This design comes from an exercise in tuning for small area, a short achievable clock period and few clock cycles per item on the open sky130 flow, not from production work. Function was checked by simulation only, so behaviour that the tests miss may differ from the original. Power is estimated from default activity; no workload was simulated.

==> design/flow/design.v <==
`timescale 1ns / 1ps
package gpq_pkg;
  localparam int unsigned NUM_BUTTONS = 16;
  localparam int unsigned NUM_STICK   = 8;
  localparam int unsigned NUM_TRIG    = 2;
  localparam int unsigned NUM_HOLD    = NUM_BUTTONS + NUM_STICK;
  localparam int unsigned NUM_ALL     = NUM_HOLD + NUM_TRIG;
  localparam int unsigned AXIS_W  = 16;
  localparam int unsigned SCALE_W = 16;
  localparam int unsigned PULL_W  = 8;
  localparam int unsigned QIDX_W  = 5;
  localparam int unsigned QTIME_W = 16;
  localparam int unsigned FIRST_W = 6;
  localparam int unsigned IDX_L_UP    = NUM_BUTTONS + 0;
  localparam int unsigned IDX_L_DOWN  = NUM_BUTTONS + 1;
  localparam int unsigned IDX_L_RIGHT = NUM_BUTTONS + 2;
  localparam int unsigned IDX_L_LEFT  = NUM_BUTTONS + 3;
  localparam int unsigned IDX_R_UP    = NUM_BUTTONS + 4;
  localparam int unsigned IDX_R_DOWN  = NUM_BUTTONS + 5;
  localparam int unsigned IDX_R_RIGHT = NUM_BUTTONS + 6;
  localparam int unsigned IDX_R_LEFT  = NUM_BUTTONS + 7;
  localparam int unsigned IDX_L_TRIG  = NUM_HOLD + 0;
  localparam int unsigned IDX_R_TRIG  = NUM_HOLD + 1;
  localparam logic [FIRST_W-1:0] FIRST_NONE = '1;
  localparam logic [SCALE_W-1:0] FULL_SCALE_RST = 16'd32767;
  localparam logic [PULL_W-1:0]  TRIG_THR_RST   = 8'd127;
  localparam int unsigned CFG_IDX_W  = 2;
  localparam int unsigned CFG_DATA_W = 16;
  typedef enum logic [CFG_IDX_W-1:0] {
    CFG_FULL_SCALE_X   = 2'd0,
    CFG_FULL_SCALE_Y   = 2'd1,
    CFG_TRIG_THRESHOLD = 2'd2
  } cfg_reg_e;
  typedef enum logic [2:0] {
    ST_IDLE,
    ST_QUAL,
    ST_QUERY,
    ST_DIV,
    ST_DONE
  } state_e;
  typedef struct packed {
    logic [QTIME_W-1:0]       query_period;
    logic [QTIME_W-1:0]       query_delay;
    logic [QIDX_W-1:0]        query_index;
    logic [PULL_W-1:0]        right_pull;
    logic [PULL_W-1:0]        left_pull;
    logic signed [AXIS_W-1:0] right_y;
    logic signed [AXIS_W-1:0] right_x;
    logic signed [AXIS_W-1:0] left_y;
    logic signed [AXIS_W-1:0] left_x;
    logic [NUM_BUTTONS-1:0]   button_bits;
  } frame_t;
  typedef struct packed {
    logic                      repeat_fire;
    logic signed [FIRST_W-1:0] first_active;
    logic [NUM_ALL-1:0]        release_edges;
    logic [NUM_ALL-1:0]        press_edges;
    logic [NUM_ALL-1:0]        held_bits;
  } result_t;
  localparam int unsigned FRAME_W     = 2 * QTIME_W + QIDX_W + 2 * PULL_W + 4 * AXIS_W + NUM_BUTTONS;
  localparam int unsigned RESULT_W    = 1 + FIRST_W + 3 * NUM_ALL;
  localparam int unsigned IN_TDATA_W  = ((FRAME_W + 7) / 8) * 8;
  localparam int unsigned OUT_TDATA_W = ((RESULT_W + 7) / 8) * 8;
endpackage
`timescale 1ns / 1ps
module gpq_axis (
  input  logic signed [gpq_pkg::AXIS_W-1:0]  axis_i,
  input  logic        [gpq_pkg::SCALE_W-1:0] full_scale_i,
  output logic                               pos_o,
  output logic                               neg_o
);
  localparam int unsigned AW = gpq_pkg::AXIS_W;
  logic           sgn;
  logic [AW-1:0]  mag;
  logic           gt;
  assign sgn   = axis_i[AW-1];
  assign mag   = {axis_i[AW-2:0] ^ {(AW-1){sgn}}, sgn};
  assign gt    = {mag, sgn} > {full_scale_i, 1'b0};
  assign pos_o = gt && !sgn;
  assign neg_o = gt && sgn;
endmodule
`timescale 1ns / 1ps
module gpq_lane #(
  parameter int unsigned HOLD_WIDTH = 16
) (
  input  logic                  clk_i,
  input  logic                  rst_ni,
  input  logic                  step_i,
  input  logic                  active_i,
  output logic [HOLD_WIDTH-1:0] hold_o
);
  logic [HOLD_WIDTH-1:0] hold_q;
  logic [HOLD_WIDTH-1:0] hold_d;
  always_comb begin
    hold_d = hold_q;
    if (step_i) begin
      if (!active_i) begin
        hold_d = '0;
      end else if (hold_q != '1) begin
        hold_d = hold_q + HOLD_WIDTH'(1);
      end
    end
  end
  always_ff @(posedge clk_i or negedge rst_ni) begin
    if (!rst_ni) begin
      hold_q <= '0;
    end else begin
      hold_q <= hold_d;
    end
  end
  assign hold_o = hold_q;
endmodule
`timescale 1ns / 1ps
module gpq_rem #(
  parameter int unsigned VW = 16
) (
  input  logic signed [VW+1:0] rem_i,
  input  logic [1:0]           bits_i,    
  input  logic [VW-1:0]        div_i,     
  input  logic [VW+2:0]        div3_i,    
  output logic signed [VW+1:0] rem_o,
  output logic                 zero_o
);
  localparam int unsigned RW = VW + 2;
  localparam int unsigned TW = VW + 4;
  logic                 s1, s2;
  logic signed [RW-1:0] t1, r1;
  logic [TW-1:0]        t, p, p2, p3, p4, op0, op1, c0, c1;
  logic                 f0, f1;
  function automatic logic sum_zero(logic [TW-1:0] a, logic [TW-1:0] b);
    logic ok;
    ok = !(a[0] ^ b[0]);
    for (int i = 1; i < TW; i++) ok = ok && ((a[i] ^ b[i]) == (a[i-1] | b[i-1]));
    sum_zero = ok;
  endfunction
  assign s1 = rem_i[RW-1];
  assign t1 = {rem_i[RW-2:0], bits_i[1]};
  logic [RW-1:0] pr;
  assign pr = {2'b00, div_i};
  assign r1 = t1 + (s1 ? pr : ~pr) + {{(RW-1){1'b0}}, !s1};
  assign s2 = r1[RW-1];
  assign t   = {rem_i, bits_i};
  assign p   = {4'b0000, div_i};
  assign p2  = {3'b000, div_i, 1'b0};
  assign p3  = {1'b0, div3_i};
  assign p4  = {2'b00, div_i, 2'b00};
  assign op0 = s1 ? p  : ~p3;
  assign op1 = s1 ? p3 : ~p;
  assign c0  = t + op0 + {{(TW-1){1'b0}}, !s1};
  assign c1  = t + op1 + {{(TW-1){1'b0}}, !s1};
  assign rem_o = s2 ? c1[RW-1:0] : c0[RW-1:0];
  always_comb begin
    if (s1) begin
      f0 = sum_zero(t, p)  || sum_zero(t, p2);
      f1 = sum_zero(t, p3) || sum_zero(t, p4);
    end else begin
      f0 = (t == p3) || (t == p2);
      f1 = (t == p)  || (t == '0);
    end
  end
  assign zero_o = s2 ? f1 : f0;
endmodule
`timescale 1ns / 1ps
module gamepad_input_qualifier_top #(
  parameter int unsigned HOLD_WIDTH = 16
) (
  input  logic                                  clk_i,
  input  logic                                  rst_ni,
  input  logic [gpq_pkg::IN_TDATA_W-1:0]        s_axis_tdata,
  input  logic                                  s_axis_tvalid,
  output logic                                  s_axis_tready,
  output logic [gpq_pkg::OUT_TDATA_W-1:0]       m_axis_tdata,
  output logic                                  m_axis_tvalid,
  input  logic                                  m_axis_tready,
  input  logic                                  cfg_valid_i,
  output logic                                  cfg_ready_o,
  input  logic [gpq_pkg::CFG_IDX_W-1:0]         cfg_index_i,
  input  logic [gpq_pkg::CFG_DATA_W-1:0]        cfg_data_i
);
  localparam int unsigned NA = gpq_pkg::NUM_ALL;
  localparam int unsigned NH = gpq_pkg::NUM_HOLD;
  localparam int unsigned TW = gpq_pkg::QTIME_W;
  localparam int unsigned RW = TW + 2;
  logic [gpq_pkg::SCALE_W-1:0] full_scale_x_q;
  logic [gpq_pkg::SCALE_W-1:0] full_scale_y_q;
  logic [gpq_pkg::PULL_W-1:0]  trig_thr_q;
  gpq_pkg::frame_t             frame;
  logic [NA-1:0]               act;
  logic [gpq_pkg::NUM_STICK-1:0] stick;
  logic [HOLD_WIDTH-1:0]       hold_w [NH];
  logic                        in_xfer;
  assign cfg_ready_o = 1'b1;
  always_ff @(posedge clk_i or negedge rst_ni) begin
    if (!rst_ni) begin
      full_scale_x_q <= gpq_pkg::FULL_SCALE_RST;
      full_scale_y_q <= gpq_pkg::FULL_SCALE_RST;
      trig_thr_q     <= gpq_pkg::TRIG_THR_RST;
    end else if (cfg_valid_i) begin
      unique case (cfg_index_i)
        gpq_pkg::CFG_FULL_SCALE_X:   full_scale_x_q <= cfg_data_i;
        gpq_pkg::CFG_FULL_SCALE_Y:   full_scale_y_q <= cfg_data_i;
        gpq_pkg::CFG_TRIG_THRESHOLD: trig_thr_q <= cfg_data_i[gpq_pkg::PULL_W-1:0];
        default: ;
      endcase
    end
  end
  assign frame = gpq_pkg::frame_t'(s_axis_tdata[gpq_pkg::FRAME_W-1:0]);
  gpq_axis u_axis_ly (
    .axis_i(frame.left_y), .full_scale_i(full_scale_y_q),
    .pos_o(stick[0]), .neg_o(stick[1])
  );
  gpq_axis u_axis_lx (
    .axis_i(frame.left_x), .full_scale_i(full_scale_x_q),
    .pos_o(stick[2]), .neg_o(stick[3])
  );
  gpq_axis u_axis_ry (
    .axis_i(frame.right_y), .full_scale_i(full_scale_y_q),
    .pos_o(stick[4]), .neg_o(stick[5])
  );
  gpq_axis u_axis_rx (
    .axis_i(frame.right_x), .full_scale_i(full_scale_x_q),
    .pos_o(stick[6]), .neg_o(stick[7])
  );
  always_comb begin
    act = '0;
    act[gpq_pkg::NUM_BUTTONS-1:0] = frame.button_bits;
    act[gpq_pkg::IDX_R_LEFT:gpq_pkg::IDX_L_UP] = stick;
    act[gpq_pkg::IDX_L_TRIG] = frame.left_pull > trig_thr_q;
    act[gpq_pkg::IDX_R_TRIG] = frame.right_pull > trig_thr_q;
  end
  logic                        a_v, a2_v, b0_v, b1_v, b2_v, o_v;
  logic                        a_adv, a2_adv, b0_adv, b1_adv;
  logic                        a_free, a2_free, b0_free, b1_free, b2_free;
  logic [NA-1:0]               a_act, a2_act, b0_act, b1_act, b2_act;
  logic [gpq_pkg::QIDX_W-1:0]  a_qi;
  logic [TW-1:0]               a_qd, a_qp;
  logic [HOLD_WIDTH-1:0]       a2_hold;
  logic                        a2_asel;
  logic [TW-1:0]               a2_qd, a2_qp;
  logic [TW-1:0]               b0_x, b0_p;
  logic                        b0_need, b0_fire;
  logic [TW-1:0]               b1_x, b1_p;
  logic [TW+2:0]               b1_p3;
  logic signed [RW-1:0]        b1_r;
  logic [3:0]                  b1_cnt;
  logic                        b1_div, b1_fire;
  logic [TW-3:0]               b2_x;
  logic [TW-1:0]               b2_p;
  logic [TW+2:0]               b2_p3;
  logic signed [RW-1:0]        b2_r;
  logic [3:0]                  b2_cnt;
  logic                        b2_div, b2_fire;
  logic [NA-1:0]               o_held, o_prev, s_held;
  logic                        o_fire, s_fire;
  logic [gpq_pkg::FIRST_W-1:0] o_first;
  for (genvar g = 0; g < NH; g++) begin : g_lane
    gpq_lane #(
      .HOLD_WIDTH(HOLD_WIDTH)
    ) u_lane (
      .clk_i   (clk_i),
      .rst_ni  (rst_ni),
      .step_i  (a_adv),
      .active_i(a_act[g]),
      .hold_o  (hold_w[g])
    );
  end
  logic qvalid;
  assign qvalid = a_qi < gpq_pkg::QIDX_W'(NH);
  logic [HOLD_WIDTH-1:0] h;
  logic                  gt;
  logic [TW-1:0]         x;
  assign h  = !a2_asel ? '0 : (a2_hold == '1) ? a2_hold : a2_hold + HOLD_WIDTH'(1);
  assign gt = TW'(h) > a2_qd;
  assign x  = TW'(h) - a2_qd;
  logic [3:0]            cnt_sel;
  logic signed [RW-1:0]  r_init;
  logic [TW-1:0]         x_init;
  always_comb begin
    cnt_sel = 4'd8;
    r_init  = '0;
    x_init  = b0_x;
    if ((b0_x >> 8) < b0_p) begin
      cnt_sel = 4'd4; r_init = RW'(b0_x >> 8); x_init = b0_x << 8;
    end
    if ((b0_x >> 6) < b0_p) begin
      cnt_sel = 4'd3; r_init = RW'(b0_x >> 6); x_init = b0_x << 10;
    end
    if ((b0_x >> 4) < b0_p) begin
      cnt_sel = 4'd2; r_init = RW'(b0_x >> 4); x_init = b0_x << 12;
    end
    if ((b0_x >> 2) < b0_p) begin
      cnt_sel = 4'd1; r_init = RW'(b0_x >> 2); x_init = b0_x << 14;
    end
    if (b0_x < b0_p) begin
      cnt_sel = 4'd0;
    end
  end
  logic signed [RW-1:0]  b1_r2;
  logic                  b1_zero;
  gpq_rem #(.VW(TW)) u_rem1 (
    .rem_i(b1_r), .bits_i(b1_x[TW-1:TW-2]), .div_i(b1_p), .div3_i(b1_p3),
    .rem_o(b1_r2), .zero_o(b1_zero)
  );
  logic signed [RW-1:0]  b2_r2;
  logic                  b2_zero, b2_done, b2_fire_nx, b2_rz;
  logic [RW-1:0]         b2_pe;
  gpq_rem #(.VW(TW)) u_rem2 (
    .rem_i(b2_r), .bits_i(b2_x[TW-3:TW-4]), .div_i(b2_p), .div3_i(b2_p3),
    .rem_o(b2_r2), .zero_o(b2_zero)
  );
  always_comb begin
    logic ok;
    b2_pe = RW'(b2_p);
    ok = !(b2_r[0] ^ b2_pe[0]);
    for (int i = 1; i < RW; i++) ok = ok && ((b2_r[i] ^ b2_pe[i]) == (b2_r[i-1] | b2_pe[i-1]));
    b2_rz = ok || (b2_r == '0);
  end
  assign b2_done    = !b2_div || (b2_cnt <= 4'd1);
  assign b2_fire_nx = !b2_div ? b2_fire : (b2_cnt == 4'd0) ? b2_rz : b2_zero;
  logic s_v, b2_ok, pop, push;
  assign b2_ok   = b2_v && b2_done;
  assign push    = b2_ok && !s_v;
  assign pop     = o_v && m_axis_tready;
  assign b2_free = !b2_v || push;
  assign b1_free = !b1_v || b2_free;
  assign b0_free = !b0_v || b1_free;
  assign a2_free = !a2_v || b0_free;
  assign a_free  = !a_v || a2_free;
  assign b1_adv  = b1_v && b2_free;
  assign b0_adv  = b0_v && b1_free;
  assign a2_adv  = a2_v && b0_free;
  assign a_adv   = a_v && a2_free;
  assign s_axis_tready = a_free;
  assign in_xfer       = s_axis_tvalid && a_free;
  always_ff @(posedge clk_i or negedge rst_ni) begin
    if (!rst_ni) begin
      a_v  <= 1'b0;
      a2_v <= 1'b0;
      b0_v <= 1'b0;
      b1_v <= 1'b0;
      b2_v <= 1'b0;
      o_v  <= 1'b0;
      s_v  <= 1'b0;
    end else begin
      if (a_free)  a_v  <= s_axis_tvalid;
      if (a2_free) a2_v <= a_v;
      if (b0_free) b0_v <= a2_v;
      if (b1_free) b1_v <= b0_v;
      if (b2_free) b2_v <= b1_v;
      if (pop) begin
        o_v <= s_v || push;
        s_v <= 1'b0;
      end else begin
        o_v <= o_v || push;
        s_v <= s_v || (push && o_v);
      end
    end
  end
  always_ff @(posedge clk_i) begin
    if (a_free) begin
      a_act <= act;
      a_qi  <= frame.query_index;
      a_qd  <= frame.query_delay;
      a_qp  <= frame.query_period;
    end
    if (a_adv) begin
      a2_act  <= a_act;
      a2_hold <= qvalid ? hold_w[a_qi] : '0;
      a2_asel <= qvalid && a_act[a_qi];
      a2_qd   <= a_qd;
      a2_qp   <= a_qp;
    end
    if (a2_adv) begin
      b0_act  <= a2_act;
      b0_x    <= x;
      b0_p    <= a2_qp;
      b0_need <= gt && (a2_qp != '0);
      b0_fire <= a2_asel && (a2_hold == '0) && (a2_qd != '0);
    end
    if (b0_adv) begin
      b1_act  <= b0_act;
      b1_x    <= x_init;
      b1_p    <= b0_p;
      b1_p3   <= (TW+3)'(b0_p) + ((TW+3)'(b0_p) << 1);
      b1_r    <= r_init;
      b1_cnt  <= cnt_sel;
      b1_div  <= b0_need && (cnt_sel != 4'd0);
      b1_fire <= b0_fire;
    end
    if (b1_adv) begin
      b2_act  <= b1_act;
      b2_x    <= b1_x[TW-3:0];
      b2_p    <= b1_p;
      b2_p3   <= b1_p3;
      b2_r    <= b1_r2;
      b2_cnt  <= b1_cnt - 4'd1;
      b2_div  <= b1_div;
      b2_fire <= b1_fire;
    end else if (b2_v && !b2_done) begin
      b2_r   <= b2_r2;
      b2_x   <= b2_x << 2;
      b2_cnt <= b2_cnt - 4'd1;
    end
    if (push && (!o_v || pop)) begin
      o_fire <= b2_fire_nx;
    end else if (pop) begin
      o_fire <= s_fire;
    end
    if (push && o_v && !pop) begin
      s_held <= b2_act;
      s_fire <= b2_fire_nx;
    end
  end
  always_ff @(posedge clk_i or negedge rst_ni) begin
    if (!rst_ni) begin
      o_held <= '0;
      o_prev <= '0;
    end else begin
      if (push && (!o_v || pop)) begin
        o_held <= b2_act;
      end else if (pop) begin
        o_held <= s_held;
      end
      if (pop) begin
        o_prev <= o_held;
      end
    end
  end
  always_comb begin
    o_first = gpq_pkg::FIRST_NONE;
    for (int i = NA - 1; i >= 0; i--) begin
      if (o_held[i]) o_first = gpq_pkg::FIRST_W'(i);
    end
  end
  assign m_axis_tvalid = o_v;
  assign m_axis_tdata  = gpq_pkg::OUT_TDATA_W'({o_fire, o_first, o_prev & ~o_held,
                                                o_held & ~o_prev, o_held});
endmodule
==> design/flow/run.sh <==
#!/bin/bash
# synth_recipe.tcl (not shown) runs the flow's synth.tcl, then flattens the netlist and writes it again
# the make line also repeats each setting of config.mk as NAME=value (left out here)
make -C /OpenROAD-flow-scripts/flow DESIGN_CONFIG=/design/flow/config.mk WORK_HOME=/design/flow/orfs CLKGATE_MAP_FILE= SYNTH_SCRIPT=/design/flow/synth_recipe.tcl finish
==> design/flow/config.mk <==
export PLATFORM = sky130hd
export DESIGN_NAME = gamepad_input_qualifier_top
export DESIGN_NICKNAME = gamepad_input_qualifier_top
export VERILOG_FILES = /design/flow/design.v
export SDC_FILE = /design/flow/constraint.sdc
export NUM_CORES = 4
export LEC_CHECK = 0
export CAP_MARGIN = 20
export CORE_MARGIN = 2
export CORE_UTILIZATION = 40
export SETUP_SLACK_MARGIN = 3
export SLEW_MARGIN = 20
==> design/flow/constraint.sdc <==
create_clock -name core_clock -period 8.0 [get_ports {clk_i}]
set_input_delay 1.6000 -clock core_clock [delete_from_list [all_inputs] [get_ports {clk_i}]]
set_output_delay 1.6000 -clock core_clock [all_outputs]
set_load 0.01 [all_outputs]
==> results of run 1 <==
-- placed cells by master, fill, tap and decap left out, drive strengths merged, types with 111 or more instances in the layout --
cell type	count
nor3	120
o21ai	335
nand3	240
inv	280
nand2	468
or3	111
xor2	165
edfxtp	418
a21oi	244
clkbuf	127
xnor2	235
dfrtp	446
ha	359
clkdlybuf4s50	241
nor2	450
-- metrics by stage --
stage	area (um2)	utilization
6_report	59900	0.464
4_1_cts	59800	0.464
3_3_place_gp	56300	0.437
5_1_grt	59900	0.464
2_1_floorplan	51800	-
3_5_place_dp	56300	0.437
-- layout make-up --
| class | instances | area (um2) |
|---|---|---|
| antenna | 1 | 2.50 |
| clock buffer | 127 | 2710 |
| clock inverter | 59 | 751 |
| fill | 12010 | 69100 |
| inverter | 274 | 1030 |
| multi-input combinational | 3856 | 25600 |
| sequential | 901 | 24700 |
| tap | 1742 | 2180 |
| timing repair buffer | 294 | 2850 |
-- kinds of logic (layout without fill, tap and decap cells) --
| group | Yosys count | after routing | synth area share |
|---|---|---|---|
| AO/OA/AOI/OAI | 1081 | 1081 | 0.133 |
| adder cells (fa/ha/maj) | 365 | 365 | 0.0890 |
| buffers and inverters | 419 | 754 | 0.0310 |
| multiplexers | 117 | 117 | 0.0254 |
| other | 2 | 5 | 0.000145 |
| XOR/XNOR | 400 | 400 | 0.0676 |
| AND/OR/NAND/NOR | 1889 | 1889 | 0.178 |
| flip-flops | 901 | 901 | 0.476 |
-- power by group through the flow --
stage	logic [uW]	clock network [uW]	registers, uW
after floorplan	8820	0	8170
after global placement	12000	0	8930
after detailed placement	12200	0	8950
after CTS	12300	4920	8880
after global routing	13800	5110	9050
final	12300	4810	8860
-- flip-flops by register name, summed over array words and instances (netlist names), 17 cells and up --
signal,cells
a2_act,26
a_act,26
b0_act,26
b1_act,26
b1_p3,17
b2_act,26
b2_p3,17
b2_r,18
g_lane.u_lane.hold_q,384
o_held,26
o_prev,26
s_held,26
-- cells in the mapped netlist, types with 67 or more instances --
cell / n
o21ai_0: 334
a22oi_1: 89
a21o_1: 67
clkbuf_1: 124
inv_1: 271
a21oi_1: 244
nor3_1: 119
ha_1: 359
xor2_1: 165
xnor2_1: 235
dfrtp_1: 446
nor2_1: 450
nand3_1: 240
edfxtp_1: 418
nand4_1: 107
nor2b_1: 89
nand2_1: 467
or3_1: 110
-- metal layers --
metal | part of all wire | global-route usage | wire length [um] | up-vias
met5 | 0.00013 | 0 | 20 | -
met4 | 0.042 | 0.0989 | 6480 | 4
met3 | 0.069 | 0.0363 | 10700 | 296
met2 | 0.45 | 0.363 | 69900 | 1333
met1 | 0.44 | 0.318 | 67400 | 19791
li1 | - | - | - | 19333
-- path summary, 6_finish.rpt --
path                       cells past startpoint                  to       start
setup / recovery                               7       s_axis_tready   b2_cnt[0]
hold / removal                                 0          b2_act[15]  b1_act[15]
setup reg to reg                              12            b2_r[16]    b2_r[17]
hold reg to reg                                0          b2_act[15]  b1_act[15]
max in group asynchronous                      2          o_held[10]      rst_ni
min in group asynchronous                      1  full_scale_x_q[15]      rst_ni
-- critical path, cell delays in order (launching register included) --
cell and delay, ns:
edfxtp_1 0.41, inv_1 0.12, ha_1 0.19, nor2_1 0.07, o31a_1 0.33, o2111a_2 0.40, nand2_8 0.33, clkdlybuf4s50_1 0.61
-- what timing repair did --
action | in CTS | in global routing
gates resized for setup | 2 | 3
endpoints found under the setup margin | 2 | 8
hold buffers | 0 | 0
buffers inserted | 0 | 1
pin swaps | 0 | 0
==> flow_metrics.tcl, run 1 <==
set metrics [dict create \
    clock_sinks 901 \
    synth_cells 5174 \
    finalSetupViolCount 0 \
    routed_via_density 5.62 \
    routedWlPerCell_um 21.3 \
    die_y_um 364 \
    cap_violations 0 \
    cts.clk_slew.worst_paths_ns 0.06 \
    setup_slack_ns 3.23 \
    period_share 0.596 \
    die-area_mm2 0.132 \
    synth_area_leaders "edfxtp_1, dfrtp_1, ha_1" \
    synth_edf_count 418 \
    start_util 0.402 \
    yosys_register_bits 901 \
    power.share.switching 0.427 \
    post-place-ws_ns 3.11 \
    avgSynthCellArea_um2 10.0 \
    vias 40757 \
    grt-ovfl-total 0 \
    cp.arrival_ns 3.17 \
    synthFlopType "dfrtp_1" \
    finalHoldViolations 0 \
    worstPathRequired_ns 6.40 \
    p_clk_frac 0.185 \
    die_width_um 364 \
    grt_usage 0.231 \
    drtIter0Drc 3960 \
    net-switching-power_uw 11100 \
    drive_above_1_share 0.0684 \
    cts-root-buf "clkbuf_16" \
    status "no timing/DRC/antenna violations" \
    grt_pass1_wl_um 235000 \
    placed_cells 7066 \
    fp.coreArea_mm2 0.129 \
    rows 132 \
    grt_max_degree 124 \
    htree_levels 3 \
    clock_skew_ns 0.0323 \
    rsz0062_at_grt "true" \
    layout.nets 5952 \
    setup_tns_ns 0 \
    drc_errors 0 \
    area_delta_synth_final_pct 15.5 \
    cts_buffer_depth 3 \
    instances_no_fill 7254 \
    tritoncts "yes" \
    worst_pin_slew_ns 1.13 \
    grt_pass1_vias 38816 \
    ir_drop_mv 0.256 \
    relSlewSlack 0.245 \
    yosysTopAreaCell "edfxtp_1" \
    ys_types 85 \
    insertion_delay_ns 0.73 \
    timing.fmax_ghz 0.210 \
    synth_warnings 4 \
    ios 250 \
    fin_worst_hold_slack_ns 0.405 \
    async_flop_share 0.536 \
    worstPathMaxFanout 29 \
    slew_violations 0 \
    io_buffers 242 \
    drt-total-wl_um 155000 \
    syn_area_mm2 0.0518 \
    combPwrFrac 0.475 \
    total_power_uw 26000 \
    pwr-share-seq 0.341 \
    start_kind "flop" \
    numCtsBuffers 101 \
    dpl.hpwl_um 117000 \
    first_pass_iters 6 \
    synth.top_cell.area_share 0.242 \
    power.leakage_uw 0.0243 \
    antenna_found_initial 6 \
    critPathCaptureType "primary output" \
    post-route-min-period_ns 4.77 \
    power.internal_uw 14900 \
    p_per_area_mw_per_mm2 435 \
    routabilityCongestion 1.01 \
    ant_nets 0 \
    synth_seq_area_share 0.476 \
    rrSetupSlack_ns 3.37 \
    hold_path_class "reg2reg" \
    path_class "reg2out" \
]
Testbench counts, summed over its fixed seeds: cycles 5,173, items 4,800.
==> inputs of run 2 (changes only) <==
--- a/design/flow/config.mk
+++ b/design/flow/config.mk
@@ -10,3 +10,3 @@
 export CORE_UTILIZATION = 40
-export SETUP_SLACK_MARGIN = 3
+export SETUP_SLACK_MARGIN = 4
 export SLEW_MARGIN = 20
==> flow_metrics.tcl, run 2 <==
set metrics [dict create \
    ant_nets 0 \
    die_y_um 364 \
    wl_met2_um 71000 \
    synthTopCellsByCount "nand2_1, nor2_1, dfrtp_1" \
    power.share.switching 0.428 \
    synth_xor_area_frac 0.0676 \
    first_pass_iters 5 \
    largest_register "g_lane.u_lane.hold_q" \
    drive_above_1_share 0.0802 \
    drc_errors 0 \
    period_share 0.530 \
    layout.nets 5974 \
    r2r-end "a2_hold[2]" \
    synth_top_family_by_area "simple AND/OR/NAND/NOR gates" \
    drt-total-wl_um 157000 \
    grt_max_degree 153 \
    path_cells "nor2_1 -> nor3_1 -> nor3_1 -> nor3_1 -> o31ai_1 -> nand2_1 -> a21boi_2 -> o31ai_2 -> a211oi_2 -> buf_2" \
    p_per_area_mw_per_mm2 436 \
    combPwrFrac 0.480 \
    drtIter0Drc 3725 \
    synth_seq_area_share 0.476 \
    fin_worst_hold_slack_ns 0.400 \
    worstPathRequired_ns 6.40 \
    die-area_mm2 0.132 \
    ir_drop_mv 0.278 \
    synth_fa_ha_area_frac 0.0890 \
    insertion_delay_ns 0.75 \
    status "no timing/DRC/antenna violations" \
    critPathCaptureType "primary output" \
    cts.clk_slew.worst_paths_ns 0.06 \
    timing.fmax_ghz 0.236 \
    cp_slowest_cell "dfrtp_2" \
    yosysMostFrequentCell "nand2_1" \
    grt-ovfl-total 0 \
    finalHoldViolations 0 \
    grt_usage 0.234 \
    slew_violations 0 \
    area_delta_synth_final_pct 16.1 \
    cts-root-buf "clkbuf_16" \
    cp-startpoint "o_held[25]" \
    cp-endpoint "m_axis_tdata[79]" \
    cp_num_buf_inv 1 \
    worstPathMaxFanout 2 \
    place_area_mm2 0.0564 \
    relSlewSlack 0.250 \
    synth_edf_count 418 \
    largest_reg_flops 384 \
    syn_area_mm2 0.0518 \
    path_class "reg2out" \
    synth.top_cell.area_share 0.242 \
    ctsHoldBuffers 0 \
    hp-start "a_qp[0]" \
    async_flop_share 0.536 \
    pwr-share-seq 0.337 \
    hold_path_class "reg2reg" \
    ys_types 85 \
    muxShareOfSynthArea 0.0254 \
    die_width_um 364 \
    start_kind "flop" \
    vias 41091 \
    rsz0062_at_grt "true" \
    routedWlPerCell_um 21.6 \
    synth_compound_area_frac 0.133 \
    avgSynthCellArea_um2 10.0 \
    cp_num_cells 10 \
    net-switching-power_uw 11200 \
    rows 132 \
    worst_pin_slew_ns 1.11 \
    r2r-start "a_qi[0]" \
    power.leakage_uw 0.0245 \
    synth-simple-area-share 0.178 \
    cpMostUsedCell "nor3_1" \
    setup_tns_ns 0 \
    cts_buffer_depth 3 \
    synth_cells 5174 \
    numCtsBuffers 102 \
    htree_levels 3 \
    dpl.hpwl_um 117000 \
    clock_sinks 901 \
    final_area_mm2 0.0602 \
    fp.coreArea_mm2 0.129 \
    finalSetupViolCount 0 \
    fillers 12019 \
    grt_pass1_vias 38630 \
    cp.arrival_ns 2.64 \
    mostFrequentLayoutCells "nand2_1, nor2_1, dfrtp_1" \
    grt_pass1_wl_um 236000 \
    ios 250 \
    yosysTopAreaCell "edfxtp_1" \
    synth_area_leaders "edfxtp_1, dfrtp_1, ha_1" \
    top_layer_used "met4" \
    power.internal_uw 15000 \
    yosys_register_bits 901 \
    met3WireLength_um 10700 \
    wl_met1_um 68700 \
    hold_depth 0 \
    p_clk_frac 0.182 \
    routabilityCongestion 1.01 \
    tritoncts "yes" \
    synthFlopType "dfrtp_1" \
    slowest_delay_ns 0.41 \
    antenna_found_initial 1 \
    io_buffers 242 \
    synth_warnings 4 \
    start_util 0.402 \
    reg2reg_depth 8 \
    routed_via_density 5.65 \
    cap_violations 0 \
    post-route-min-period_ns 4.24 \
    rrSetupSlack_ns 4.11 \
    layout_commonest_cell "nand2_1" \
    crit_family "compound AO/OA/AOI/OAI gates" \
    clock_skew_ns 0.0637 \
]
-- run 2: cell counts after synthesis --
Identical to the previous run, type by type.
-- run 2: repair_timing --
action                     4_1_cts  5_1_grt
setup endpoints to repair      152      101
gates cloned                     1        0
hold endpoints to repair         0        0
gates resized for setup         55       33
pin swaps                       12        9
buffers inserted                11       10
-- run 2: per-layer routing --
metal | vias up | global-route usage
met3 | 297 | 0.0375
li1 | 19389 | -
met5 | - | 0
met2 | 1369 | 0.368
met4 | 0 | 0.0984
met1 | 20036 | 0.320
-- run 2: worst min path at each step --
stage,endpoint,slack [ns]
2_1_floorplan,a2_qd[0],0.40
3_3_place_gp,b2_act[0],0.40
3_5_place_dp,a2_qd[11],0.40
4_1_cts,a2_qp[0],0.39
5_1_grt,a2_qp[0],0.39
6_report,a2_qp[0],0.40
-- run 2: layout make-up --
| type | instances | area, um2 | share of cell area |
|---|---|---|---|
| well taps | 1742 | 2180 | 0.0362 |
| repair buffers | 314 | 2990 | 0.0497 |
| clock inverters | 50 | 567 | 0.00942 |
| clock buffers | 137 | 2870 | 0.0477 |
| diodes | 1 | 2.50 | 0.0000416 |
| multi-input cells | 3857 | 25800 | 0.429 |
| flip-flops and latches | 901 | 24700 | 0.410 |
| inverters | 274 | 1050 | 0.0175 |
-- run 2: power by group through the flow --
stage / logic, uW / registers [uW] / clock network, uW
5_1_grt: 14000 / 9020 / 5080
2_1_floorplan: 8820 / 8140 / 0
3_5_place_dp: 12300 / 8920 / 0
4_1_cts: 12500 / 8860 / 4890
6_report: 12600 / 8850 / 4790
3_3_place_gp: 12100 / 8880 / 0
-- run 2: cells by family after synthesis --
group	count (synthesis)
AOI/OAI and AO/OA	1081
xor gates and xnor gates	400
adders and majority gates	365
buffers and inverters	419
DFF	901
muxes	117
other	2
and+or+nand+nor	1889
-- run 2: metrics by stage --
step	power (uW)	worst slack, ns	util	cells
floorplan	17000	4.01	-	5176
global placement	21000	3.18	0.437	7066
detailed placement	21200	3.14	0.437	7066
CTS	26200	3.75	0.465	7265
global route	28100	3.60	0.467	7275
finish	26200	3.76	0.467	7276
==> inputs of run 3 (changes only) <==
--- a/design/flow/config.mk
+++ b/design/flow/config.mk
@@ -10,3 +10,3 @@
 export CORE_UTILIZATION = 40
-export SETUP_SLACK_MARGIN = 4
+export SETUP_SLACK_MARGIN = 4.5
 export SLEW_MARGIN = 20
==> flow_metrics.tcl, run 3 <==
set metrics [dict create \
    cts.clk_slew.worst_paths_ns 0.06 \
    placed_cells 7067 \
    largest_reg_flops 384 \
    first_pass_iters 8 \
    routed_via_density 5.62 \
    tritoncts "yes" \
    grt_usage 0.234 \
    fp.coreArea_mm2 0.129 \
    worst_pin_slew_ns 1.10 \
    routabilityCongestion 1.03 \
    instances_no_fill 7367 \
    place_area_mm2 0.0564 \
    clock_sinks 901 \
    antenna_found_initial 5 \
    status "no timing/DRC/antenna violations" \
    async_flop_share 0.536 \
    wl_met1_um 67400 \
    met3WireLength_um 12400 \
    synth.top_cell.area_share 0.242 \
    rows 132 \
    insertion_delay_ns 0.74 \
    path_class "reg2out" \
    mostFrequentLayoutCells "nand2_1, nor2_1, dfrtp_1" \
    ant_nets 0 \
    timing.fmax_ghz 0.241 \
    synth_warnings 4 \
    io_buffers 242 \
    grt_max_degree 141 \
    setup_tns_ns 0 \
    ys_types 85 \
    p_per_area_mw_per_mm2 439 \
    yosysMostFrequentCell "nand2_1" \
    hold_path_class "reg2reg" \
    grt_pass1_vias 38990 \
    power.leakage_uw 0.0252 \
    finalHoldViolations 0 \
    largest_register "g_lane.u_lane.hold_q" \
    grt-ovfl-total 0 \
    die_y_um 364 \
    synth_cells 5174 \
    cts_buffer_depth 3 \
    start_util 0.402 \
    slew_violations 0 \
    numCtsBuffers 102 \
    yosys_register_bits 901 \
    synth_area_leaders "edfxtp_1, dfrtp_1, ha_1" \
    synth_seq_area_share 0.476 \
    cts-root-buf "clkbuf_16" \
    layout_commonest_cell "nand2_1" \
    post-route-min-period_ns 4.15 \
    final_area_mm2 0.0612 \
    ios 250 \
    drtIter0Drc 3895 \
    top_layer_used "met5" \
    htree_levels 3 \
    synthFlopType "dfrtp_1" \
    start_kind "flop" \
    ir_drop_mv 0.289 \
    cp.arrival_ns 2.55 \
    syn_area_mm2 0.0518 \
    yosysTopAreaCell "edfxtp_1" \
    vias 41387 \
    worstPathMaxFanout 5 \
    avgSynthCellArea_um2 10.0 \
    grt_pass1_wl_um 237000 \
    period_share 0.519 \
    critPathCaptureType "primary output" \
    worstPathRequired_ns 6.40 \
    synth_edf_count 418 \
    drive_above_1_share 0.105 \
    wl_met2_um 70000 \
    ctsHoldBuffers 0 \
    die-area_mm2 0.132 \
    final_util 0.474 \
    layout.nets 6057 \
    clock_skew_ns 0.0613 \
    rsz0062_at_grt "true" \
    relSlewSlack 0.258 \
    die_width_um 364 \
    finalSetupViolCount 0 \
    area_delta_synth_final_pct 18.0 \
    drt-total-wl_um 157000 \
    routedWlPerCell_um 21.3 \
    cap_violations 0 \
    dpl.hpwl_um 116000 \
    synthTopCellsByCount "nand2_1, nor2_1, dfrtp_1" \
    drc_errors 0 \
]
run 3: final timing paths:
check	start	end	slack, ns	depth (start not counted)
max	o_held[22]	m_axis_tdata[78]	3.85	10
min	b1_act[8]	b2_act[8]	0.40	0
max reg2reg	a2_hold[2]	b0_x[10]	4.30	18
min reg2reg	b1_act[8]	b2_act[8]	0.40	0
max in group asynchronous	rst_ni	g_lane[4].u_lane.hold_q[1]	5.34	3
min in group asynchronous	rst_ni	g_lane[17].u_lane.hold_q[13]	0.95	1
run 3: worst max-delay path, cell delays in order (launching register included):
cell	delay [ns]
dfrtp_2	0.45
inv_1	0.11
a21oi_1	0.07
o21bai_1	0.11
a21oi_1	0.09
o21bai_1	0.21
a21oi_1	0.13
o21ai_2	0.17
a21oi_1	0.10
a211oi_2	0.22
buf_2	0.18
run 3: where the power goes:
| group | switching [uW] | leakage (uW) | total [uW] | internal (uW) |
|---|---|---|---|---|
| clock network | 2020 | 0.00173 | 4890 | 2880 |
| logic | 7920 | 0.0130 | 13200 | 5310 |
| registers | 1500 | 0.0104 | 8730 | 7230 |
| total | 11400 | 0.0252 | 26800 | 15400 |
run 3: area by class of cell:
| type | instances | area [um2] |
|---|---|---|
| sequential | 901 | 24700 |
| antenna | 2 | 5.00 |
| fill | 11956 | 67800 |
| timing repair buffer | 398 | 3590 |
| tap | 1742 | 2180 |
| clock buffer | 133 | 2830 |
| clock inverter | 61 | 723 |
| multi-input combinational | 3856 | 26100 |
| inverter | 274 | 1060 |
run 3: routing by layer:
| metal | GRT usage | up-vias |
|---|---|---|
| li1 | - | 19542 |
| met1 | 0.320 | 20098 |
| met2 | 0.359 | 1432 |
| met3 | 0.0441 | 311 |
| met4 | 0.105 | 4 |
| met5 | 0 | - |
run 3: through the flow:
stage | power [uW] | worst slack, ns | hold slack (ns)
final | 26800 | 3.85 | 0.395
after detailed placement | 21200 | 3.11 | 0.405
after global routing | 28800 | 3.66 | 0.400
after floorplan | 17000 | 4.30 | 0.400
after global placement | 21000 | 3.20 | 0.401
after CTS | 26600 | 3.79 | 0.392
run 3: what timing repair did:
item                       in CTS  in global routing
resized for setup             179                 71
setup endpoints to repair     391                101
pin swaps                      28                 30
buffers inserted               68                 36
run 3: kinds of logic after synthesis:
logic type	share of synthesized area
adder cells (fa/ha/maj)	0.0890
multiplexers	0.0254
buffers and inverters	0.0310
flip-flops	0.476
AND/OR/NAND/NOR	0.178
other	0.000145
XOR/XNOR	0.0676
AO/OA/AOI/OAI	0.133
==> inputs of run 4 (changes only) <==
--- a/design/flow/config.mk
+++ b/design/flow/config.mk
@@ -10,3 +10,3 @@
 export CORE_UTILIZATION = 40
-export SETUP_SLACK_MARGIN = 4.5
+export SETUP_SLACK_MARGIN = 5
 export SLEW_MARGIN = 20
==> flow_metrics.tcl, run 4 <==
set metrics [dict create \
    htree_levels 3 \
    cp_slowest_cell "dfrtp_2" \
    yosys_register_bits 901 \
    insertion_delay_ns 0.76 \
    cp.arrival_ns 2.63 \
    path_class "reg2out" \
    setup_tns_ns 0 \
    ios 250 \
    path_cells "buf_6 -> nor2_1 -> nor3_1 -> nor3_1 -> nor3_1 -> o31ai_1 -> nand2_1 -> a21boi_4 -> o31ai_2 -> a211oi_2 -> buf_2" \
    tritoncts "yes" \
    period_share 0.529 \
    synth_area_leaders "edfxtp_1, dfrtp_1, ha_1" \
    rrSetupSlack_ns 4.42 \
    drtIter0Drc 4217 \
    antenna_found_initial 7 \
    timing.fmax_ghz 0.236 \
    routed_via_density 5.68 \
    status "no timing/DRC/antenna violations" \
    synthFlopType "dfrtp_1" \
    reg2reg_depth 17 \
    synth_warnings 4 \
    synth.top_cell.area_share 0.242 \
    grt-ovfl-total 0 \
    grt_usage 0.247 \
    numCtsBuffers 101 \
    mostFrequentLayoutCells "nand2_1, dfrtp_1, edfxtp_1" \
    hp-start "a_qp[1]" \
    routabilityCongestion 1.02 \
    final_area_mm2 0.0666 \
    finalSetupViolCount 0 \
    post-route-min-period_ns 4.23 \
    fp.coreArea_mm2 0.129 \
    die_y_um 364 \
    dpl.hpwl_um 117000 \
    total_power_uw 31000 \
    synth_cells 5174 \
    critPathCaptureType "primary output" \
    ant_nets 0 \
    cpMostUsedCell "nor3_1" \
    routedWlPerCell_um 22.5 \
    hold_depth 0 \
    worstPathRequired_ns 6.40 \
    die_width_um 364 \
    finalHoldViolations 0 \
    synthTopCellsByCount "nand2_1, nor2_1, dfrtp_1" \
    async_flop_share 0.536 \
    ctsHoldBuffers 0 \
    slew_violations 0 \
    worstPathMaxFanout 2 \
    avgSynthCellArea_um2 10.0 \
    worst_pin_slew_ns 1.07 \
    grt_max_degree 145 \
    clock_sinks 901 \
    p_per_area_mw_per_mm2 465 \
    layout_commonest_cell "nand2_1" \
    start_util 0.402 \
    r2r-end "b0_x[14]" \
    yosysTopAreaCell "edfxtp_1" \
    place_area_mm2 0.0566 \
    largest_reg_flops 384 \
    grt_pass1_vias 40076 \
    rsz0062_at_grt "true" \
    ys_types 85 \
    drt-total-wl_um 171000 \
    largest_register "g_lane.u_lane.hold_q" \
    die-area_mm2 0.132 \
    layout.nets 6329 \
    hold-path-endpoint "a2_qp[1]" \
    syn_area_mm2 0.0518 \
    start_kind "flop" \
    vias 43365 \
    first_pass_iters 8 \
    cap_violations 0 \
    cts_buffer_depth 3 \
    hold_path_class "reg2reg" \
    drive_above_1_share 0.231 \
    ir_drop_mv 0.324 \
    yosysMostFrequentCell "nand2_1" \
    cts.clk_slew.worst_paths_ns 0.06 \
    cts-root-buf "clkbuf_16" \
    r2r-start "a2_hold[4]" \
    area_delta_synth_final_pct 28.5 \
    grt_pass1_wl_um 248000 \
    synth_edf_count 418 \
    relSlewSlack 0.280 \
    synth_seq_area_share 0.476 \
    io_buffers 242 \
    slowest_delay_ns 0.40 \
    rows 132 \
    power.leakage_uw 0.0275 \
    clock_skew_ns 0.0745 \
    drc_errors 0 \
]
[run 4: kinds of logic after synthesis]
logic type | synth area share
AND/OR/NAND/NOR | 0.178
AO/OA/AOI/OAI | 0.133
flip-flops | 0.476
buffers and inverters | 0.0310
XOR/XNOR | 0.0676
adder cells (fa/ha/maj) | 0.0890
multiplexers | 0.0254
other | 0.000145
[run 4: worst max path at each step]
stage / startpoint / end / slack (ns) / depth (start not counted)
floorplan: s_axis_tdata[79] / a_act[20] / 4.30 / 12
global placement: s_axis_tdata[47] / a_act[16] / 3.30 / 11
detailed placement: s_axis_tdata[47] / a_act[16] / 3.22 / 11
CTS: o_held[24] / m_axis_tdata[79] / 3.77 / 11
global route: o_held[24] / m_axis_tdata[79] / 3.62 / 11
finish: o_held[24] / m_axis_tdata[79] / 3.77 / 11
[run 4: routing by layer]
metal  vias up  track usage  part of all wire
met4         0        0.110             0.043
met1     21248        0.339              0.42
met2      1618        0.384              0.46
met3       367       0.0402             0.076
met5         -            0                 0
li1      20132            -                 -
[run 4: what timing repair did]
item / in CTS / in global routing
setup endpoints to repair: 780 / 633
resized for setup: 704 / 613
cloned: 12 / 18
pin swaps: 125 / 255
setup buffers: 177 / 176
[run 4: stage by stage]
stage               worst slack, ns  hold WS [ns]  utilization  instances
finish                         3.77         0.411        0.517       7631
global route                   3.62         0.416        0.517       7627
CTS                            3.77         0.413        0.485       7433
detailed placement             3.22         0.405        0.439       7061
global placement               3.30         0.401        0.439       7061
floorplan                      4.30         0.400            -       5176
[run 4: final cells by class]
type                            count  area [um2]
Antenna cell                        4        10.0
Clock buffer                      131        2820
Clock inverter                     52         551
Fill cell                       11459       62400
Inverter                          274        1110
Multi-Input combinational cell   3878       29000
Sequential cell                   901       24700
Tap cell                         1742        2180
Timing Repair Buffer              645        6130
Timing Repair inverter              4        96.3
[run 4: worst max-delay path, delay by kind of cell (launching register included)]
kind / cells / cell delay, ns
AO/OA/AOI/OAI: 4 / 0.70
buffers and inverters: 2 / 0.29
flip-flops: 1 / 0.40
AND/OR/NAND/NOR: 5 / 0.52
[run 4: power breakdown]
group | internal [uW] | total, uW | leakage (uW) | switching (uW)
Clock | 2750 | 4760 | 0.00166 | 2020
Sequential | 7220 | 8720 | 0.0104 | 1500
Combinational | 7770 | 17500 | 0.0154 | 9710
Total | 17700 | 31000 | 0.0275 | 13200
==> inputs of run 5 (changes only) <==
--- a/design/flow/design.v
+++ b/design/flow/design.v
@@ -234,3 +234,3 @@
   logic [NA-1:0]               a_act, a2_act, b0_act, b1_act, b2_act;
-  logic [gpq_pkg::QIDX_W-1:0]  a_qi;
+  logic [NH-1:0]               a_qsel;    
   logic [TW-1:0]               a_qd, a_qp;
@@ -238,3 +238,3 @@
   logic                        a2_asel;
-  logic [TW-1:0]               a2_qd, a2_qp;
+  logic [TW-1:0]               a2_qdm, a2_qp;    
   logic [TW-1:0]               b0_x, b0_p;
@@ -251,6 +251,6 @@
   logic [3:0]                  b2_cnt;
-  logic                        b2_div, b2_fire;
+  logic                        b2_div, b2_fire, b2_fin;
   logic [NA-1:0]               o_held, o_prev, s_held;
   logic                        o_fire, s_fire;
-  logic [gpq_pkg::FIRST_W-1:0] o_first;
+  logic [gpq_pkg::FIRST_W-1:0] o_first, s_first, b2_first;
   for (genvar g = 0; g < NH; g++) begin : g_lane
@@ -266,10 +266,13 @@
   end
-  logic qvalid;
-  assign qvalid = a_qi < gpq_pkg::QIDX_W'(NH);
-  logic [HOLD_WIDTH-1:0] h;
-  logic                  gt;
+  logic [HOLD_WIDTH-1:0] hsel;
+  always_comb begin
+    hsel = '0;
+    for (int i = 0; i < NH; i++) hsel |= a_qsel[i] ? hold_w[i] : '0;
+  end
+  logic                  sat, qz, gt;
   logic [TW-1:0]         x;
-  assign h  = !a2_asel ? '0 : (a2_hold == '1) ? a2_hold : a2_hold + HOLD_WIDTH'(1);
-  assign gt = TW'(h) > a2_qd;
-  assign x  = TW'(h) - a2_qd;
+  assign sat = a2_hold == '1;
+  assign qz  = a2_qdm == '1;
+  assign gt  = a2_asel && (sat ? (a2_qdm != {{(TW-1){1'b1}}, 1'b0}) : (qz || (TW'(a2_hold) > a2_qdm)));
+  assign x   = TW'(a2_hold) + ~a2_qdm + TW'(!sat);
   logic [3:0]            cnt_sel;
@@ -317,3 +320,3 @@
   end
-  assign b2_done    = !b2_div || (b2_cnt <= 4'd1);
+  assign b2_done    = b2_fin;   
   assign b2_fire_nx = !b2_div ? b2_fire : (b2_cnt == 4'd0) ? b2_rz : b2_zero;
@@ -327,3 +330,3 @@
   assign a2_free = !a2_v || b0_free;
-  assign a_free  = !a_v || a2_free;
+  assign a_free  = rdy_q;   
   assign b1_adv  = b1_v && b2_free;
@@ -332,3 +335,19 @@
   assign a_adv   = a_v && a2_free;
-  assign s_axis_tready = a_free;
+  logic a_v_d, a2_v_d, b0_v_d, b1_v_d, b2_v_d, s_v_d, b2_fin_d, rdy_q;
+  assign a_v_d    = a_free  ? s_axis_tvalid : a_v;
+  assign a2_v_d   = a2_free ? a_v  : a2_v;
+  assign b0_v_d   = b0_free ? a2_v : b0_v;
+  assign b1_v_d   = b1_free ? b0_v : b1_v;
+  assign b2_v_d   = b2_free ? b1_v : b2_v;
+  assign s_v_d    = pop ? 1'b0 : (s_v || (push && o_v));
+  assign b2_fin_d = b1_adv ? (!b1_div || (b1_cnt <= 4'd2)) :
+                    (b2_v && !b2_done) ? (b2_cnt <= 4'd2) : b2_fin;
+  always_ff @(posedge clk_i or negedge rst_ni) begin
+    if (!rst_ni) begin
+      rdy_q <= 1'b1;
+    end else begin
+      rdy_q <= !a_v_d || !a2_v_d || !b0_v_d || !b1_v_d || !b2_v_d || (b2_fin_d && !s_v_d);
+    end
+  end
+  assign s_axis_tready = rdy_q;
   assign in_xfer       = s_axis_tvalid && a_free;
@@ -361,3 +380,3 @@
       a_act <= act;
-      a_qi  <= frame.query_index;
+      for (int i = 0; i < NH; i++) a_qsel[i] <= frame.query_index == gpq_pkg::QIDX_W'(i);
       a_qd  <= frame.query_delay;
@@ -367,5 +386,5 @@
       a2_act  <= a_act;
-      a2_hold <= qvalid ? hold_w[a_qi] : '0;
-      a2_asel <= qvalid && a_act[a_qi];
-      a2_qd   <= a_qd;
+      a2_hold <= hsel;
+      a2_asel <= |(a_qsel & a_act[NH-1:0]);
+      a2_qdm  <= a_qd - TW'(1);
       a2_qp   <= a_qp;
@@ -377,3 +396,3 @@
       b0_need <= gt && (a2_qp != '0);
-      b0_fire <= a2_asel && (a2_hold == '0) && (a2_qd != '0);
+      b0_fire <= a2_asel && (a2_hold == '0) && !qz;
     end
@@ -396,2 +415,3 @@
       b2_cnt  <= b1_cnt - 4'd1;
+      b2_fin  <= !b1_div || (b1_cnt <= 4'd2);
       b2_div  <= b1_div;
@@ -402,11 +422,15 @@
       b2_cnt <= b2_cnt - 4'd1;
+      b2_fin <= b2_cnt <= 4'd2;
     end
     if (push && (!o_v || pop)) begin
-      o_fire <= b2_fire_nx;
+      o_fire  <= b2_fire_nx;
+      o_first <= b2_first;
     end else if (pop) begin
-      o_fire <= s_fire;
+      o_fire  <= s_fire;
+      o_first <= s_first;
     end
     if (push && o_v && !pop) begin
-      s_held <= b2_act;
-      s_fire <= b2_fire_nx;
+      s_held  <= b2_act;
+      s_fire  <= b2_fire_nx;
+      s_first <= b2_first;
     end
@@ -429,5 +453,5 @@
   always_comb begin
-    o_first = gpq_pkg::FIRST_NONE;
+    b2_first = gpq_pkg::FIRST_NONE;
     for (int i = NA - 1; i >= 0; i--) begin
-      if (o_held[i]) o_first = gpq_pkg::FIRST_W'(i);
+      if (b2_act[i]) b2_first = gpq_pkg::FIRST_W'(i);
     end
--- a/design/flow/config.mk
+++ b/design/flow/config.mk
@@ -10,3 +10,3 @@
 export CORE_UTILIZATION = 40
-export SETUP_SLACK_MARGIN = 5
+export SETUP_SLACK_MARGIN = 4.5
 export SLEW_MARGIN = 20
==> flow_metrics.tcl, run 5 <==
set metrics [dict create \
    synth_cells 5081 \
    area_delta_synth_final_pct 15.8 \
    worstPathMaxFanout 18 \
    path_class "reg2reg" \
    die_width_um 367 \
    synth_edf_count 449 \
    p_per_area_mw_per_mm2 404 \
    cap_violations 0 \
    die-area_mm2 0.135 \
    post-route-min-period_ns 3.53 \
    antenna_found_initial 7 \
    yosysMostFrequentCell "nor2_1" \
    numCtsBuffers 101 \
    hp-start "a_qp[9]" \
    syn_area_mm2 0.0526 \
    cts_buffer_depth 3 \
    r2r-start "b2_r[17]" \
    dpl.hpwl_um 119000 \
    period_share 0.442 \
    finalHoldViolations 0 \
    start_kind "flop" \
    cp.arrival_ns 4.01 \
    timing.fmax_ghz 0.283 \
    placed_cells 6955 \
    critPathCaptureType "flop" \
    avgSynthCellArea_um2 10.4 \
    worstPathRequired_ns 8.47 \
    mostFrequentLayoutCells "nor2_1, edfxtp_1, dfrtp_1" \
    drtIter0Drc 4089 \
    largest_register "g_lane.u_lane.hold_q" \
    path_cells "buf_12 -> inv_4 -> mux2i_1 -> inv_1 -> fa_1 -> nor2b_1 -> o31ai_2 -> a21oi_1 -> a21oi_1 -> o21ai_1 -> a31oi_1 -> xor2_1 -> a2111oi_1" \
    worst_pin_slew_ns 1.09 \
    synth_area_leaders "edfxtp_1, dfrtp_1, ha_1" \
    ctsHoldBuffers 0 \
    rows 133 \
    routedWlPerCell_um 22.0 \
    start_util 0.401 \
    ios 250 \
    largest_reg_flops 384 \
    insertion_delay_ns 0.74 \
    cts-root-buf "clkbuf_16" \
    ant_nets 0 \
    grt_pass1_wl_um 239000 \
    grt_usage 0.231 \
    instances_no_fill 7183 \
    yosys_register_bits 934 \
    grt_pass1_vias 38986 \
    grt_max_degree 150 \
    yosysTopAreaCell "edfxtp_1" \
    routed_via_density 5.66 \
    cp_slowest_cell "edfxtp_1" \
    grt-ovfl-total 0 \
    layout.nets 5858 \
    slowest_delay_ns 0.42 \
    crit_family "compound AO/OA/AOI/OAI gates" \
    setup_tns_ns 0 \
    drive_above_1_share 0.0774 \
    fp.coreArea_mm2 0.131 \
    rsz0062_at_grt "true" \
    slew_violations 0 \
    drc_errors 0 \
    clock_sinks 934 \
    cpMostUsedCell "a21oi_1" \
    synth_warnings 4 \
    synthFlopType "edfxtp_1" \
    status "no timing/DRC/antenna violations" \
    power.leakage_uw 0.0252 \
    htree_levels 3 \
    synthTopCellsByCount "nor2_1, edfxtp_1, dfrtp_1" \
    ys_types 90 \
    hold_path_class "reg2reg" \
    die_y_um 367 \
    cts.clk_slew.worst_paths_ns 0.06 \
    drt-total-wl_um 158000 \
    io_buffers 242 \
    cp-startpoint "b2_r[17]" \
    cp_num_buf_inv 3 \
    clock_skew_ns 0.0437 \
    relSlewSlack 0.274 \
    synth_seq_area_share 0.487 \
    vias 40671 \
    layout_commonest_cell "nor2_1" \
    finalSetupViolCount 0 \
    routabilityCongestion 0.983 \
    async_flop_share 0.518 \
    ir_drop_mv 0.282 \
    tritoncts "yes" \
    synth.top_cell.area_share 0.256 \
    first_pass_iters 6 \
]
run 5: cell types whose count changed after synthesis, sizes merged, moves of 24 or more:
| cell | before | now |
|---|---|---|
| xor2 | 165 | 299 |
| o21ai | 335 | 246 |
| nand2 | 468 | 383 |
| nor2 | 450 | 523 |
| a21oi | 244 | 172 |
| a22oi | 89 | 140 |
| nand4 | 107 | 155 |
| o31ai | 66 | 25 |
| xnor2 | 235 | 200 |
| edfxtp | 418 | 449 |
| or3 | 111 | 81 |
| and2 | 50 | 23 |
| or2 | 33 | 8 |
| nand2b | 60 | 36 |
run 5: kinds of logic after synthesis:
kind of cell,count (synthesis),share of synthesized area
adders and majority gates,361,0.0868
other,2,0.000143
DFF,934,0.487
buffers and inverters,418,0.0304
xor gates and xnor gates,499,0.0830
muxes,105,0.0215
and+or+nand+nor,1820,0.168
AOI/OAI and AO/OA,942,0.122
run 5: path summary, 6_finish.rpt:
kind	to	slack [ns]	depth (start not counted)
max	b2_r[16]	4.47	13
max reg2reg	b2_r[16]	4.47	13
min in group asynchronous	full_scale_x_q[15]	0.84	1
min reg2reg	a2_qp[9]	0.41	0
max in group asynchronous	g_lane[23].u_lane.hold_q[11]	5.77	2
min	a2_qp[9]	0.41	0
run 5: stage by stage:
stage | total power, uW | worst slack (ns) | utilization | cell area [um2] | hold WS [ns]
3_3_place_gp | 19300 | 3.16 | 0.435 | 57000 | 0.400
6_report | 24600 | 4.47 | 0.465 | 61000 | 0.413
4_1_cts | 24500 | 4.32 | 0.463 | 60700 | 0.410
2_1_floorplan | 15800 | 4.33 | - | 52800 | 0.400
3_5_place_dp | 19500 | 3.12 | 0.435 | 57000 | 0.405
5_1_grt | 26300 | 4.33 | 0.465 | 60900 | 0.419
run 5: what timing repair did:
item | CTS | global route
hold endpoints to repair | 0 | 0
buffers inserted | 13 | 21
endpoints found under the setup margin | 129 | 68
gates resized for setup | 51 | 41
pin swaps | 5 | 5
gates cloned | 1 | 0
run 5: metal layers:
layer | GRT usage | up-vias | wire (um)
li1 | - | 19008 | -
met5 | 0 | - | 0
met1 | 0.326 | 19959 | 71000
met4 | 0.0914 | 0 | 6130
met2 | 0.352 | 1400 | 69400
met3 | 0.0392 | 304 | 11800
run 5: layout make-up:
class	count	area [um2]
timing repair buffer	313	3050
sequential	934	25700
clock buffer	134	2750
clock inverter	55	639
tap	1755	2200
multi-input combinational	3732	25600
antenna	4	10.0
inverter	256	986
fill	12336	70200
run 5: report_power, final:
group	internal [uW]	leakage (uW)	switching [uW]
Clock	2730	0.00164	2020
Combinational	4670	0.0127	6560
Sequential	7070	0.0109	1590
Testbench counts of run 5, summed over its fixed seeds: cycles 5,173, items 4,800.
==> inputs of run 6 (changes only) <==
--- a/design/flow/config.mk
+++ b/design/flow/config.mk
@@ -9,4 +9,4 @@
 export CORE_MARGIN = 2
-export CORE_UTILIZATION = 40
-export SETUP_SLACK_MARGIN = 4.5
+export CORE_UTILIZATION = 55
+export SETUP_SLACK_MARGIN = 5
 export SLEW_MARGIN = 20
==> flow_metrics.tcl, run 6 <==
set metrics [dict create \
    power.internal_uw 15700 \
    p_clk_frac 0.184 \
    yosys_register_bits 934 \
    drtIter0Drc 4053 \
    cts_buffer_depth 3 \
    rrSetupSlack_ns 4.68 \
    yosysMostFrequentCell "nor2_1" \
    worstPathMaxFanout 8 \
    net-switching-power_uw 10900 \
    clock_skew_ns 0.0484 \
    die_y_um 313 \
    finalSetupViolCount 0 \
    vias 41300 \
    status "no timing/DRC/antenna violations" \
    ir_drop_mv 0.352 \
    finalHoldViolations 0 \
    routedWlPerCell_um 23.1 \
    setup_tns_ns 0 \
    slew_violations 0 \
    die-area_mm2 0.0982 \
    total_power_uw 26600 \
    final_area_mm2 0.0625 \
    synthTopCellsByCount "nor2_1, edfxtp_1, dfrtp_1" \
    cp.arrival_ns 3.75 \
    path_class "reg2reg" \
    timing.fmax_ghz 0.302 \
    tritoncts "yes" \
    area_delta_synth_final_pct 18.7 \
    yosysTopAreaCell "edfxtp_1" \
    layout_commonest_cell "nor2_1" \
    synth_edf_count 449 \
    power.share.switching 0.410 \
    largest_reg_flops 384 \
    syn_area_mm2 0.0526 \
    start_kind "flop" \
    hold_path_class "reg2reg" \
    start_util 0.555 \
    post-route-min-period_ns 3.32 \
    htree_levels 3 \
    cts-root-buf "clkbuf_16" \
    drc_errors 0 \
    period_share 0.415 \
    synth_seq_area_share 0.487 \
    grt_pass1_wl_um 239000 \
    synth.top_cell.area_share 0.256 \
    rsz0062_at_grt "true" \
    final_util 0.658 \
    place_area_mm2 0.0565 \
    largest_register "g_lane.u_lane.hold_q" \
    ios 250 \
    cap_violations 0 \
    relSlewSlack 0.265 \
    synth_cells 5081 \
    grt_usage 0.320 \
    rows 113 \
    synth_warnings 4 \
    routabilityCongestion 1.01 \
    ctsHoldBuffers 0 \
    die_width_um 313 \
    power.leakage_uw 0.0264 \
    clock_sinks 934 \
    pwr-share-seq 0.321 \
    antenna_found_initial 6 \
    cts.clk_slew.worst_paths_ns 0.06 \
    avgSynthCellArea_um2 10.4 \
    p_per_area_mw_per_mm2 426 \
    io_buffers 242 \
    grt-ovfl-total 0 \
    async_flop_share 0.518 \
    synth_area_leaders "edfxtp_1, dfrtp_1, ha_1" \
    fillers 7567 \
    fp.coreArea_mm2 0.0949 \
    first_pass_iters 8 \
    drt-total-wl_um 159000 \
    mostFrequentLayoutCells "nor2_1, edfxtp_1, dfrtp_1" \
    critPathCaptureType "flop" \
    insertion_delay_ns 0.71 \
    routed_via_density 6.02 \
    worstPathRequired_ns 8.43 \
    layout.nets 6023 \
    worst_pin_slew_ns 1.09 \
    combPwrFrac 0.496 \
    ys_types 90 \
    numCtsBuffers 100 \
    dpl.hpwl_um 115000 \
    drive_above_1_share 0.139 \
    grt_max_degree 164 \
    ant_nets 0 \
    grt_pass1_vias 39282 \
    synthFlopType "edfxtp_1" \
]
run 6: cell counts after synthesis:
Identical to the previous run, type by type.
run 6: final timing paths:
| check | start | to | depth (start not counted) |
|---|---|---|---|
| min | a2_act[0] | b0_act[0] | 0 |
| max reg2reg | b2_r[17] | b2_r[17] | 13 |
| min reg2reg | a2_act[0] | b0_act[0] | 0 |
| max | b2_r[17] | b2_r[17] | 13 |
| min in group asynchronous | rst_ni | o_prev[13] | 1 |
| max in group asynchronous | rst_ni | g_lane[2].u_lane.hold_q[5] | 2 |
run 6: per-layer routing:
layer  wire (um)  vias to the layer above  track usage
met3       12200                      327       0.0522
met1       69400                    20157        0.460
met4        6860                        4        0.127
met2       70200                     1487        0.486
met5          28                        -            0
li1            -                    19325            -
run 6: cell type report:
cell class | count | area [um2] | area share
timing repair buffer | 477 | 4340 | 0.0694
clock inverter | 69 | 836 | 0.0134
sequential | 934 | 25700 | 0.411
multi-input combinational | 3733 | 26300 | 0.422
antenna | 3 | 7.51 | 0.000120
inverter | 256 | 1000 | 0.0161
timing repair inverter | 1 | 8.76 | 0.000140
clock buffer | 118 | 2680 | 0.0429
tap | 1265 | 1580 | 0.0253
run 6: power groups by stage:
stage                     clock network (uW)  registers [uW]  logic, uW
after floorplan                            0            7940       7910
after global placement                     0            8670      10500
after detailed placement                   0            8710      10700
after CTS                               4960            8550      12300
after global routing                    5160            8660      14400
final                                   4890            8530      13200
run 6: critical path: stages, from the launching register on:
cell	delay, ns
edfxtp_1	0.51
buf_12	0.21
xnor2_2	0.13
ha_1	0.31
and3_1	0.16
a311o_1	0.35
o221ai_4	0.20
a32oi_4	0.18
xor2_4	0.20
buf_6	0.16
buf_6	0.11
or3_1	0.30
o2111a_1	0.13
o31a_1	0.10
run 6: repair_timing:
| action | in CTS | in global routing |
|---|---|---|
| gates resized for setup | 529 | 138 |
| pin swaps | 88 | 75 |
| gates cloned | 7 | 2 |
| setup endpoints to repair | 302 | 244 |
| buffers inserted | 121 | 62 |
run 6: cell families after synthesis:
| logic type | after synthesis | share of synthesized area |
|---|---|---|
| other | 2 | 0.000143 |
| xor gates and xnor gates | 499 | 0.0830 |
| and+or+nand+nor | 1820 | 0.168 |
| buffers and inverters | 418 | 0.0304 |
| AOI/OAI and AO/OA | 942 | 0.122 |
| DFF | 934 | 0.487 |
| adders and majority gates | 361 | 0.0868 |
| muxes | 105 | 0.0215 |
run 6: through the flow:
step	instances	hold WS [ns]	setup WS, ns
floorplan	5083	0.400	4.33
global placement	6474	0.400	3.07
detailed placement	6474	0.405	3.10
CTS	6789	0.370	4.72
global route	6853	0.382	4.62
finish	6856	0.373	4.68

-- afterwards: timing with drivers on the ports --
The results above use ideal ports. As a check the final layouts listed here were re-extracted and re-timed, cells and wires unchanged. Step 1: set_driving_cell puts a clkbuf_16 on clk_i and a buf_2 on each other input, an assumption about the parent block. Step 2 times the ports against the registers' clock, not the clock port: input delays grow and output delays shrink by t, the midpoint of the rising clock arrivals with the driver on. Slacks: no drivers / after step 1 / after step 2; pairs: no drivers / after step 1.
run	t, ns	setup slack, ns	worst hold slack (ns)	clock arrival spread, ns
run 1	0.784	3.229 / 3.158 / 3.051	0.405 / 0.405 / 0.405	0.034 / 0.034
run 2	0.789	3.757 / 3.683 / 3.565	0.400 / 0.400 / 0.400	0.066 / 0.066
run 3	0.786	3.852 / 3.776 / 3.863	0.395 / 0.395 / 0.395	0.066 / 0.065
run 4	0.802	3.768 / 3.692 / 4.309	0.411 / 0.411 / 0.411	0.077 / 0.077
run 5	0.778	4.465 / 4.465 / 3.882	0.413 / 0.413 / 0.413	0.058 / 0.057
run 6	0.761	4.684 / 4.684 / 4.102	0.373 / 0.373 / 0.373	0.050 / 0.050
After both steps setup and hold are still met in every run listed. For run 5, which loses most, drivers alone change the setup slack by 0.000 ns; drivers and shift together by -0.583 ns.
